From an optimization exercise on the open Yosys and OpenROAD flow, aimed at small area, a short achievable clock period and few clock cycles per item; shortcuts taken in it are not production practice. At most, simulation tests tie the RTL to the original design; equivalence was not proved. Power is estimated from default activity; no workload was simulated.

==> module mvm_layer, before the edit <==
module mvm_layer (
   input  logic  clk,
   input  logic  reset,
   input  logic  s_valid,
   output logic  s_ready,
   input  logic signed [16-1:0] data_in,
   output logic  m_valid,
   input  logic  m_ready,
   output logic signed [16-1:0] data_out
);
   logic                   x_wr;
   logic                   x_load;
   logic [4-1:0] row;
   logic                   take_buf;
   logic                   take_new;
   logic                   buf_wr;
   logic [1:0]             wp;
   logic [1:0]             rp;
   logic [111-1:0]  rom_ctl;
   logic [111-1:0]  ctl;
   logic [8*16-1:0] x;
   logic [16-1:0] result;
   logic [16-2:0] queue [4];    
   logic [16-2:0] dout;
   mvm_control u_control (
      .clk       (clk),
      .reset     (reset),
      .s_valid   (s_valid),
      .m_ready   (m_ready),
      .s_ready   (s_ready),
      .x_wr      (x_wr),
      .x_load    (x_load),
      .row       (row),
      .out_valid (m_valid),
      .take_buf  (take_buf),
      .take_new  (take_new),
      .buf_wr    (buf_wr),
      .wp        (wp),
      .rp        (rp)
   );
   input_buffer u_input_buffer (
      .clk     (clk),
      .x_wr    (x_wr),
      .x_load  (x_load),
      .data_in (data_in),
      .x       (x)
   );
   layer_rom u_layer_rom (
      .row    (row),
      .ctl    (rom_ctl)
   );
   always_ff @(posedge clk) begin
      ctl <= rom_ctl;
   end
   mac_lane u_lane (
      .clk    (clk),
      .ctl    (ctl),
      .x      (x),
      .result (result)
   );
   always_ff @(posedge clk) begin
      if (take_buf) begin
         dout <= queue[rp];
      end else if (take_new) begin
         dout <= result[16-2:0];
      end
      for (int i = 0; i < 4; i++) begin
         if (buf_wr && wp == 2'(i)) begin
            queue[i] <= result[16-2:0];
         end
      end
   end
   assign data_out = {1'b0, dout};    
endmodule
export LEC_CHECK = 0
export CAP_MARGIN = 20
export CORE_MARGIN = 2
export CORE_UTILIZATION = 40
export CTS_CLUSTER_DIAMETER = 80
export CTS_CLUSTER_SIZE = 25
export PLACE_DENSITY = 0.6
export SETUP_SLACK_MARGIN = 4.5
export SLEW_MARGIN = 20
create_clock -name core_clock -period 7.0 [get_ports {clk}]
standard.sh (not shown) runs the stock make flow with config.mk's settings and CLKGATE_MAP_FILE= SYNTH_SCRIPT=/design/flow/synth_recipe.tcl, a recipe that flattens the netlist after the stock synthesis.
==> flow/flow/run.sh <==
#!/bin/bash
# Layout flow: the standard synthesis, then a polarity pass on the full
# adders of the synthesized netlist (flow/polfix.py: a full adder is
# self-dual, so complementing its inputs complements its outputs; choosing
# each adder's polarity removes most inverters between adders), checked
# against the synthesized netlist on random vectors (flow/neteq.py), then the
# standard flow from floorplan to the final layout.
set -euo pipefail
R=orfs/results/${FLOW_PLATFORM}/mvm_layer/base

bash standard.sh synth > synth.log 2>&1

cp $R/1_2_yosys.v $R/1_2_yosys_std.v
python3 flow/polfix.py $R/1_2_yosys_std.v $R/1_2_yosys_pol.v > polfix.log 2>&1
python3 flow/neteq.py $R/1_2_yosys_std.v $R/1_2_yosys_pol.v 40 > neteq.log 2>&1
cp $R/1_2_yosys_pol.v $R/1_2_yosys.v
rm -f $R/1_synth.odb $R/1_synth.sdc

bash standard.sh > layout.log 2>&1
Other scripts of this flow, unchanged in this note and not shown: flow/flow/neteq.py, flow/flow/polfix.py
The starting point completed without violations.
Edit:
--- a/flow/design.v
+++ b/flow/design.v
@@ -3142,12 +3142,12 @@
       .x      (x),
       .result (result)
    );
+   logic [16-2:0] dout_n;
+   assign dout_n = ({(16-1){take_buf}} & queue[rp]) |
+                   ({(16-1){take_new}} & result[16-2:0]) |
+                   ({(16-1){!take_buf && !take_new}} & dout);
    always_ff @(posedge clk) begin
-      if (take_buf) begin
-         dout <= queue[rp];
-      end else if (take_new) begin
-         dout <= result[16-2:0];
-      end
+      dout <= dout_n;
       for (int i = 0; i < 4; i++) begin
          if (buf_wr && wp == 2'(i)) begin
             queue[i] <= result[16-2:0];
- The new run finished clean
- worst hold slack hardly moves
- first-iteration DRC count shrinks by 0.37%
- routed wire length shrinks by about 1.1%
- area after synthesis shrinks by 0.33%
- clock-buffer cell count shrinks by 4
- global-route usage shrinks by 0.31 points
- worst setup slack gets better by 0.042 ns
- design area shrinks by 0.80%
- core utilization shrinks by 0.28 points
Testbench counts after the change, summed over its fixed seeds: cycles 5,216, frames 320.
No functional check of the RTL was part of the first run of this note.

---

## yarrow
mvm_layer, a different RTL version from the one above (not shown whole).
Size: ~2700 cells after synthesis, ~38 I/O pins.
==> module mvm_control, before the edit <==
module mvm_control (
   input  logic                   clk,
   input  logic                   reset,
   input  logic                   s_valid,
   input  logic                   m_ready,
   output logic                   s_ready,
   output logic                   x_wr,
   output logic                   x_load,
   output logic [4-1:0] row,         
   output logic                   out_valid,
   output logic                   take_buf,    
   output logic                   take_new,    
   output logic                   buf_wr,      
   output logic [1:0]             wp,
   output logic [1:0]             rp
);
   logic [3-1:0]  in_cnt;      
   logic                   act;         
   logic                   issue;       
   logic                   iv;          
   logic [2:0]             v_pipe;      
   logic                   res_v;       
   logic [2:0]             cnt;         
   logic [2:0]             bcnt;        
   logic                   free;        
   logic                   deliver;
   assign x_wr    = s_valid && s_ready;
   assign x_load  = x_wr && (in_cnt == 3'(8 - 1));
   assign issue   = (act || x_load) && ((cnt < 3'd5) || deliver);
   assign res_v   = v_pipe[2];
   assign deliver = out_valid && m_ready;
   logic                   act_n;
   logic [3-1:0]  in_cnt_n;
   assign in_cnt_n = x_wr ? in_cnt + 1'b1 : in_cnt;    
   assign act_n    = x_load || (act && !(issue && row == 4'(16 - 1)));
   always_ff @(posedge clk) begin
      if (reset) begin
         in_cnt  <= '0;
         act     <= 1'b0;
         row     <= '0;
         iv      <= 1'b0;
         v_pipe  <= '0;
         cnt     <= '0;
         s_ready <= 1'b1;    
      end else begin
         in_cnt <= in_cnt_n;
         act    <= act_n;
         if (issue) begin
            row <= row + 1'b1;    
         end
         iv     <= issue;
            v_pipe <= {v_pipe[1:0], iv};
         cnt    <= cnt + 3'(issue) - 3'(deliver);
         s_ready <= (in_cnt_n != 3'(8 - 1)) || !act_n;
      end
   end
   assign free     = !out_valid || m_ready;
   assign take_buf = free && (bcnt != '0);
   assign take_new = free && (bcnt == '0) && res_v;
   assign buf_wr   = res_v && !take_new;
   always_ff @(posedge clk) begin
      if (reset) begin
         out_valid <= 1'b0;
         bcnt      <= '0;
         wp        <= '0;
         rp        <= '0;
      end else begin
         if (free) begin
            out_valid <= (bcnt != '0) || res_v;
         end
         bcnt <= bcnt + 3'(buf_wr) - 3'(take_buf);
         if (buf_wr) begin
            wp <= (wp == 2'd3) ? '0 : wp + 1'b1;
         end
         if (take_buf) begin
            rp <= (rp == 2'd3) ? '0 : rp + 1'b1;
         end
      end
   end
endmodule
==> flow/config.mk <==
export PLATFORM = sky130hd
export DESIGN_NAME = mvm_layer
export DESIGN_NICKNAME = mvm_layer
export VERILOG_FILES = /design/flow/design.v
export SDC_FILE = /design/flow/constraint.sdc
export NUM_CORES = 4
export LEC_CHECK = 0
export CAP_MARGIN = 20
export CORE_MARGIN = 2
export CORE_UTILIZATION = 40
export CTS_CLUSTER_DIAMETER = 80
export CTS_CLUSTER_SIZE = 25
export PLACE_DENSITY = 0.6
export SETUP_SLACK_MARGIN = 4.5
export SLEW_MARGIN = 20
==> flow/constraint.sdc <==
create_clock -name core_clock -period 7.0 [get_ports {clk}]
set_input_delay 1.4000 -clock core_clock [delete_from_list [all_inputs] [get_ports {clk}]]
set_output_delay 1.4000 -clock core_clock [all_outputs]
set_load 0.01 [all_outputs]
Scripts as last shown in full above: flow/flow/run.sh
Other scripts of this flow, unchanged in this note and not shown: flow/flow/neteq.py, flow/flow/polfix.py
yarrow ran to completion and came out clean on the timing, DRC and antenna checks.
Testbench counts of yarrow, summed over its fixed seeds: cycles 5,216, frames 320.
The inputs of sierra differ from those of yarrow as listed below.
diff --git a/flow/design.v b/flow/design.v
--- a/flow/design.v
+++ b/flow/design.v
@@ -3012,9 +3012,14 @@
    logic                   free;        
    logic                   deliver;
    assign x_wr    = s_valid && s_ready;
    assign x_load  = x_wr && (in_cnt == 3'(8 - 1));
-   assign issue   = (act || x_load) && ((cnt < 3'd5) || deliver);
+   assign issue   = (act || x_load) && ((cnt != 3'd5) || deliver);
+   logic [2:0]             cnt_inc, cnt_dec, bcnt_inc, bcnt_dec;
+   assign cnt_inc  = cnt + 1'b1;
+   assign cnt_dec  = cnt - 1'b1;
+   assign bcnt_inc = bcnt + 1'b1;
+   assign bcnt_dec = bcnt - 1'b1;
    assign res_v   = v_pipe[2];
    assign deliver = out_valid && m_ready;
    logic                   act_n;
    logic [3-1:0]  in_cnt_n;
@@ -3036,9 +3041,13 @@
             row <= row + 1'b1;    
          end
          iv     <= issue;
             v_pipe <= {v_pipe[1:0], iv};
-         cnt    <= cnt + 3'(issue) - 3'(deliver);
+         if (issue && !deliver) begin
+            cnt <= cnt_inc;
+         end else if (deliver && !issue) begin
+            cnt <= cnt_dec;
+         end
          s_ready <= (in_cnt_n != 3'(8 - 1)) || !act_n;
       end
    end
    assign free     = !out_valid || m_ready;
@@ -3054,9 +3063,13 @@
       end else begin
          if (free) begin
             out_valid <= (bcnt != '0) || res_v;
          end
-         bcnt <= bcnt + 3'(buf_wr) - 3'(take_buf);
+         if (buf_wr && !take_buf) begin
+            bcnt <= bcnt_inc;
+         end else if (take_buf && !buf_wr) begin
+            bcnt <= bcnt_dec;
+         end
          if (buf_wr) begin
             wp <= (wp == 2'd3) ? '0 : wp + 1'b1;
          end
          if (take_buf) begin
Findings:
- yarrow has higher data arrival time of the critical path than sierra.
- Delta (sierra minus yarrow): setup TNS held, power in combinational cells -43%, die area stayed essentially flat, global-route wire length before repair went down.
- NOTE: worst hold margin in sierra exceeds that of yarrow
- sierra improves on yarrow in estimated wirelength of the detail-placed design.
Only the layout flow was run in sierra; the RTL was not checked for function there.

[port drivers added, routing unchanged]
The flow's constraints put no driver on any port. The routed layouts listed below were extracted and timed again, unchanged, in two steps. Step 1 assumes that a clkbuf_16 drives the clock port and a buf_2 every other input. Step 2 also shifts input and output timing later by t, the mid clock arrival at the registers, as if the neighbouring blocks saw the same clock. Slacks: ideal / step 1 / step 2; pairs: ideal / step 1.
run | shift t [ns] | slack for setup (ns) | clock arrival spread, ns | worst slew at a driven data input, ns | cell pins on the clock port's net
the first run of note 1 | 0.661 | 4.404 / 4.341 / 4.010 | 0.039 / 0.040 | 0.06 | 1
the second run of note 1 | 0.669 | 4.446 / 4.438 / 3.926 | 0.049 / 0.049 | 0.04 | 1
yarrow | 0.663 | 4.408 / 4.343 / 3.910 | 0.052 / 0.053 | 0.06 | 1
sierra | 0.667 | 4.441 / 4.369 / 3.819 | 0.033 / 0.033 | 0.06 | 1
After both steps setup and hold are still met in every run listed. For sierra, which loses most, drivers alone change the setup slack by -0.072 ns; drivers and shift together by -0.622 ns.
